Background: an optimization exercise with open tools, aiming at small area and a short achievable clock period. Do not read the settings as production practice.
Where RTL was checked, it was by simulation tests only, not by an equivalence proof against the original.
Power and IR drop assume default switching activity.

==> flow/design.v <==
`timescale 1ns/1ps
module divTop (
    input  logic        clk,
    input  logic        arstN,
    input  logic        inValid,
    input  logic [15:0] dividend,
    input  logic [15:0] divisor,
    output logic        outValid,
    output logic [15:0] quotient,
    output logic [15:0] remainder,
    output logic        err
);
    logic [14:0] am_c, dm_c;
    logic        neg_c, err_c;
    assign am_c  = dividend[15] ? (~dividend[14:0] + 15'd1) : dividend[14:0];
    assign dm_c  = divisor[15] ? (~divisor[14:0] + 15'd1) : divisor[14:0];
    assign neg_c = dividend[15] ^ divisor[15];
    assign err_c = (dividend == 16'h8000) || (divisor[14:0] == 15'd0);
    logic [0:0] s0;
    assign s0 = am_c[14];
    logic [1:0] t0;
    assign t0 = {1'b0, s0} - {1'b0, dm_c[0:0]};
    logic qb0;
    assign qb0 = ~t0[1] & (dm_c[14:1] == 14'd0);
    logic [0:0] r0;
    assign r0 = qb0 ? t0[0:0] : s0;
    logic [0:0] qs0;
    assign qs0 = qb0;
    logic [13:0] ar_1;
    assign ar_1 = am_c[13:0];
    logic v_1;
    always_ff @(posedge clk or negedge arstN)
        if (!arstN) v_1 <= 1'b0;
        else        v_1 <= inValid;
    logic [14:0] d_1;
    logic [13:0] a_1;
    logic [0:0] q_1;
    logic [0:0] r_1;
    logic [0:0] neg_1;
    logic [0:0] err_1;
    always_ff @(posedge clk) begin
        d_1 <= dm_c;
        a_1 <= ar_1;
        q_1 <= qs0;
        r_1 <= r0;
        neg_1 <= neg_c;
        err_1 <= err_c;
    end
    logic [1:0] s1;
    assign s1 = {r_1, a_1[13]};
    logic [2:0] t1;
    assign t1 = {1'b0, s1} - {1'b0, d_1[1:0]};
    logic qb1;
    assign qb1 = ~t1[2] & (d_1[14:2] == 13'd0);
    logic [1:0] r1;
    assign r1 = qb1 ? t1[1:0] : s1;
    logic [1:0] qs1;
    assign qs1 = {q_1, qb1};
    logic [2:0] s2;
    assign s2 = {r1, a_1[12]};
    logic [3:0] t2;
    assign t2 = {1'b0, s2} - {1'b0, d_1[2:0]};
    logic qb2;
    assign qb2 = ~t2[3] & (d_1[14:3] == 12'd0);
    logic [2:0] r2;
    assign r2 = qb2 ? t2[2:0] : s2;
    logic [2:0] qs2;
    assign qs2 = {qs1, qb2};
    logic [3:0] s3;
    assign s3 = {r2, a_1[11]};
    logic [4:0] t3;
    assign t3 = {1'b0, s3} - {1'b0, d_1[3:0]};
    logic qb3;
    assign qb3 = ~t3[4] & (d_1[14:4] == 11'd0);
    logic [3:0] r3;
    assign r3 = qb3 ? t3[3:0] : s3;
    logic [3:0] qs3;
    assign qs3 = {qs2, qb3};
    logic [10:0] ar_2;
    assign ar_2 = a_1[10:0];
    logic v_2;
    always_ff @(posedge clk or negedge arstN)
        if (!arstN) v_2 <= 1'b0;
        else        v_2 <= v_1;
    logic [14:0] d_2;
    logic [10:0] a_2;
    logic [3:0] q_2;
    logic [3:0] r_2;
    logic [0:0] neg_2;
    logic [0:0] err_2;
    always_ff @(posedge clk) begin
        d_2 <= d_1;
        a_2 <= ar_2;
        q_2 <= qs3;
        r_2 <= r3;
        neg_2 <= neg_1;
        err_2 <= err_1;
    end
    logic [4:0] s4;
    assign s4 = {r_2, a_2[10]};
    logic [5:0] t4;
    assign t4 = {1'b0, s4} - {1'b0, d_2[4:0]};
    logic qb4;
    assign qb4 = ~t4[5] & (d_2[14:5] == 10'd0);
    logic [4:0] r4;
    assign r4 = qb4 ? t4[4:0] : s4;
    logic [4:0] qs4;
    assign qs4 = {q_2, qb4};
    logic [5:0] s5;
    assign s5 = {r4, a_2[9]};
    logic [6:0] t5;
    assign t5 = {1'b0, s5} - {1'b0, d_2[5:0]};
    logic qb5;
    assign qb5 = ~t5[6] & (d_2[14:6] == 9'd0);
    logic [5:0] r5;
    assign r5 = qb5 ? t5[5:0] : s5;
    logic [5:0] qs5;
    assign qs5 = {qs4, qb5};
    logic [8:0] ar_3;
    assign ar_3 = a_2[8:0];
    logic v_3;
    always_ff @(posedge clk or negedge arstN)
        if (!arstN) v_3 <= 1'b0;
        else        v_3 <= v_2;
    logic [14:0] d_3;
    logic [8:0] a_3;
    logic [5:0] q_3;
    logic [5:0] r_3;
    logic [0:0] neg_3;
    logic [0:0] err_3;
    always_ff @(posedge clk) begin
        d_3 <= d_2;
        a_3 <= ar_3;
        q_3 <= qs5;
        r_3 <= r5;
        neg_3 <= neg_2;
        err_3 <= err_2;
    end
    logic [6:0] s6;
    assign s6 = {r_3, a_3[8]};
    logic [7:0] t6;
    assign t6 = {1'b0, s6} - {1'b0, d_3[6:0]};
    logic qb6;
    assign qb6 = ~t6[7] & (d_3[14:7] == 8'd0);
    logic [6:0] r6;
    assign r6 = qb6 ? t6[6:0] : s6;
    logic [6:0] qs6;
    assign qs6 = {q_3, qb6};
    logic [7:0] s7;
    assign s7 = {r6, a_3[7]};
    logic [8:0] t7;
    assign t7 = {1'b0, s7} - {1'b0, d_3[7:0]};
    logic qb7;
    assign qb7 = ~t7[8] & (d_3[14:8] == 7'd0);
    logic [7:0] r7;
    assign r7 = qb7 ? t7[7:0] : s7;
    logic [7:0] qs7;
    assign qs7 = {qs6, qb7};
    logic [6:0] ar_4;
    assign ar_4 = a_3[6:0];
    logic v_4;
    always_ff @(posedge clk or negedge arstN)
        if (!arstN) v_4 <= 1'b0;
        else        v_4 <= v_3;
    logic [14:0] d_4;
    logic [6:0] a_4;
    logic [7:0] q_4;
    logic [7:0] r_4;
    logic [0:0] neg_4;
    logic [0:0] err_4;
    always_ff @(posedge clk) begin
        d_4 <= d_3;
        a_4 <= ar_4;
        q_4 <= qs7;
        r_4 <= r7;
        neg_4 <= neg_3;
        err_4 <= err_3;
    end
    logic [8:0] s8;
    assign s8 = {r_4, a_4[6]};
    logic [9:0] t8;
    assign t8 = {1'b0, s8} - {1'b0, d_4[8:0]};
    logic qb8;
    assign qb8 = ~t8[9] & (d_4[14:9] == 6'd0);
    logic [8:0] r8;
    assign r8 = qb8 ? t8[8:0] : s8;
    logic [8:0] qs8;
    assign qs8 = {q_4, qb8};
    logic [9:0] s9;
    assign s9 = {r8, a_4[5]};
    logic [10:0] t9;
    assign t9 = {1'b0, s9} - {1'b0, d_4[9:0]};
    logic qb9;
    assign qb9 = ~t9[10] & (d_4[14:10] == 5'd0);
    logic [9:0] r9;
    assign r9 = qb9 ? t9[9:0] : s9;
    logic [9:0] qs9;
    assign qs9 = {qs8, qb9};
    logic [4:0] ar_5;
    assign ar_5 = a_4[4:0];
    logic v_5;
    always_ff @(posedge clk or negedge arstN)
        if (!arstN) v_5 <= 1'b0;
        else        v_5 <= v_4;
    logic [14:0] d_5;
    logic [4:0] a_5;
    logic [9:0] q_5;
    logic [9:0] r_5;
    logic [0:0] neg_5;
    logic [0:0] err_5;
    always_ff @(posedge clk) begin
        d_5 <= d_4;
        a_5 <= ar_5;
        q_5 <= qs9;
        r_5 <= r9;
        neg_5 <= neg_4;
        err_5 <= err_4;
    end
    logic [10:0] s10;
    assign s10 = {r_5, a_5[4]};
    logic [11:0] t10;
    assign t10 = {1'b0, s10} - {1'b0, d_5[10:0]};
    logic qb10;
    assign qb10 = ~t10[11] & (d_5[14:11] == 4'd0);
    logic [10:0] r10;
    assign r10 = qb10 ? t10[10:0] : s10;
    logic [10:0] qs10;
    assign qs10 = {q_5, qb10};
    logic [11:0] s11;
    assign s11 = {r10, a_5[3]};
    logic [12:0] t11;
    assign t11 = {1'b0, s11} - {1'b0, d_5[11:0]};
    logic qb11;
    assign qb11 = ~t11[12] & (d_5[14:12] == 3'd0);
    logic [11:0] r11;
    assign r11 = qb11 ? t11[11:0] : s11;
    logic [11:0] qs11;
    assign qs11 = {qs10, qb11};
    logic [2:0] ar_6;
    assign ar_6 = a_5[2:0];
    logic v_6;
    always_ff @(posedge clk or negedge arstN)
        if (!arstN) v_6 <= 1'b0;
        else        v_6 <= v_5;
    logic [14:0] d_6;
    logic [2:0] a_6;
    logic [11:0] q_6;
    logic [11:0] r_6;
    logic [0:0] neg_6;
    logic [0:0] err_6;
    always_ff @(posedge clk) begin
        d_6 <= d_5;
        a_6 <= ar_6;
        q_6 <= qs11;
        r_6 <= r11;
        neg_6 <= neg_5;
        err_6 <= err_5;
    end
    logic [12:0] s12;
    assign s12 = {r_6, a_6[2]};
    logic [13:0] t12;
    assign t12 = {1'b0, s12} - {1'b0, d_6[12:0]};
    logic qb12;
    assign qb12 = ~t12[13] & (d_6[14:13] == 2'd0);
    logic [12:0] r12;
    assign r12 = qb12 ? t12[12:0] : s12;
    logic [12:0] qs12;
    assign qs12 = {q_6, qb12};
    logic [13:0] s13;
    assign s13 = {r12, a_6[1]};
    logic [14:0] t13;
    assign t13 = {1'b0, s13} - {1'b0, d_6[13:0]};
    logic qb13;
    assign qb13 = ~t13[14] & (d_6[14:14] == 1'd0);
    logic [13:0] r13;
    assign r13 = qb13 ? t13[13:0] : s13;
    logic [13:0] qs13;
    assign qs13 = {qs12, qb13};
    logic [0:0] ar_7;
    assign ar_7 = a_6[0:0];
    logic v_7;
    always_ff @(posedge clk or negedge arstN)
        if (!arstN) v_7 <= 1'b0;
        else        v_7 <= v_6;
    logic [14:0] d_7;
    logic [0:0] a_7;
    logic [13:0] q_7;
    logic [13:0] r_7;
    logic [0:0] neg_7;
    logic [0:0] err_7;
    always_ff @(posedge clk) begin
        d_7 <= d_6;
        a_7 <= ar_7;
        q_7 <= qs13;
        r_7 <= r13;
        neg_7 <= neg_6;
        err_7 <= err_6;
    end
    logic [14:0] s14;
    assign s14 = {r_7, a_7[0]};
    logic [15:0] t14;
    assign t14 = {1'b0, s14} - {1'b0, d_7[14:0]};
    logic qb14;
    assign qb14 = ~t14[15];
    logic [14:0] r14;
    assign r14 = qb14 ? t14[14:0] : s14;
    logic [14:0] qs14;
    assign qs14 = {q_7, qb14};
    logic [15:0] qo_c;
    assign qo_c = neg_7 ? (16'd0 - {1'b0, qs14}) : {1'b0, qs14};
    logic v_8;
    always_ff @(posedge clk or negedge arstN)
        if (!arstN) v_8 <= 1'b0;
        else        v_8 <= v_7;
    logic [15:0] qo_8;
    logic [14:0] r_8;
    logic [0:0] err_8;
    always_ff @(posedge clk) begin
        qo_8 <= qo_c;
        r_8 <= r14;
        err_8 <= err_7;
    end
    assign outValid  = v_8;
    assign quotient  = qo_8;
    assign remainder = {1'b0, r_8};
    assign err       = err_8;
endmodule
export LEC_CHECK = 0
export ABC_AREA = 1
export CAP_MARGIN = 20
export CORE_MARGIN = 2
export CORE_UTILIZATION = 40
export CTS_BUF_LIST = sky130_fd_sc_hd__clkbuf_16
export CTS_CLUSTER_DIAMETER = 150
export CTS_CLUSTER_SIZE = 25
export SLEW_MARGIN = 20
create_clock -name core_clock -period 11.0 [get_ports {clk}]
standard.sh (not shown) runs the stock make flow with config.mk's settings and CLKGATE_MAP_FILE= SYNTH_SCRIPT=/design/flow/synth_recipe.tcl, a recipe that flattens the netlist after the stock synthesis.
==> flow/flow/run.sh <==
#!/bin/bash
# Standard layout (the standard.sh), with timing repair aiming a few ns below the clock
# period (flow/margin.txt, passed as SETUP_SLACK_MARGIN) and any extra ORFS make variables
# listed one per line in flow/extra.txt. The whole output goes to standard_flow.log here.
set -euo pipefail
cd "$(dirname "$0")/.."
MARGIN=$(cat flow/margin.txt)
ARGS=()
if [[ -f flow/extra.txt ]]; then
  while IFS= read -r line; do
    [[ -n "$line" ]] && ARGS+=("$line")
  done < flow/extra.txt
fi
bash standard.sh "SETUP_SLACK_MARGIN=$MARGIN" "${ARGS[@]}" finish > standard_flow.log 2>&1
==> flow/flow/extra.txt <==
BUFFER_PORTS_ARGS=-buffer_cell sky130_fd_sc_hd__buf_2
==> flow/flow/margin.txt <==
7.5
The starting point finished clean.
Then changed:
--- a/flow/design.v
+++ b/flow/design.v
@@ -16,16 +16,12 @@
     assign dm_c  = divisor[15] ? (~divisor[14:0] + 15'd1) : divisor[14:0];
     assign neg_c = dividend[15] ^ divisor[15];
     assign err_c = (dividend == 16'h8000) || (divisor[14:0] == 15'd0);
-    logic [0:0] s0;
-    assign s0 = am_c[14];
-    logic [1:0] t0;
-    assign t0 = {1'b0, s0} - {1'b0, dm_c[0:0]};
-    logic qb0;
-    assign qb0 = ~t0[1] & (dm_c[14:1] == 14'd0);
-    logic [0:0] r0;
-    assign r0 = qb0 ? t0[0:0] : s0;
-    logic [0:0] qs0;
-    assign qs0 = qb0;
+    logic am14_c, dOne_c;
+    assign am14_c = dividend[15] ? (~dividend[14] ^ (dividend[13:0] == 14'd0)) : dividend[14];
+    assign dOne_c = (divisor == 16'h0001) || (divisor == 16'hffff);
+    logic [0:0] qs0, r0;
+    assign qs0 = am14_c & dOne_c;
+    assign r0  = am14_c & ~dOne_c;
     logic [13:0] ar_1;
     assign ar_1 = am_c[13:0];
     logic v_1;
@@ -307,7 +303,13 @@
     logic [14:0] qs14;
     assign qs14 = {q_7, qb14};
     logic [15:0] qo_c;
-    assign qo_c = neg_7 ? (16'd0 - {1'b0, qs14}) : {1'b0, qs14};
+    logic [15:0] z_c;
+    assign z_c[0] = 1'b0;
+    genvar gz;
+    for (gz = 1; gz < 16; gz++) begin : gZ
+        assign z_c[gz] = |qs14[gz-1:0];
+    end
+    assign qo_c = {1'b0, qs14} ^ ({16{neg_7}} & z_c);
     logic v_8;
     always_ff @(posedge clk or negedge arstN)
         if (!arstN) v_8 <= 1'b0;
Worst setup slack improves by 0.59 ns. Clock-buffer cell count rises by 1. Register-to-register slack improves by 0.07 ns. Area after synthesis rises by 3.2%. Clock power rises by about 0.8%. Sequential cell count does not change. Maximum frequency rises by 18%. Critical path depth falls by 3. Via count rises by 3.5%. Non-clock buffer count falls by 40. Combinational power stays flat. Worst hold slack barely changes.
The RTL of the first run of this note was laid out without a check of its function.

## re-timing with driven ports
The results above use ideal ports. As a check the final layouts listed here were re-extracted and re-timed, cells and wires unchanged.
Step 1 sets driving cells, clkbuf_16 on the clock port and buf_2 on the other inputs (assumed; they add their load-dependent delay and slew).
Step 2 times the ports against the registers' clock, not the clock port: input delays grow and output delays shrink by t, the midpoint of the rising clock arrivals with the driver on.
Three values: ideal ports, drivers, drivers and shift; two values: the first two.
run	shift t [ns]	slack for setup (ns)	worst setup path after step 2	latest minus earliest clock arrival (ns)	cell pins on the clock port's net
the first run	0.556	7.133 / 7.142 / 6.585	input to register	0.022 / 0.021	1
the second run	0.544	7.720 / 7.720 / 7.322	input to register	0.026 / 0.027	1
After both steps every run listed still meets setup and hold. For the first run, which loses most, drivers alone change the setup slack by +0.009 ns; drivers and shift together by -0.548 ns.
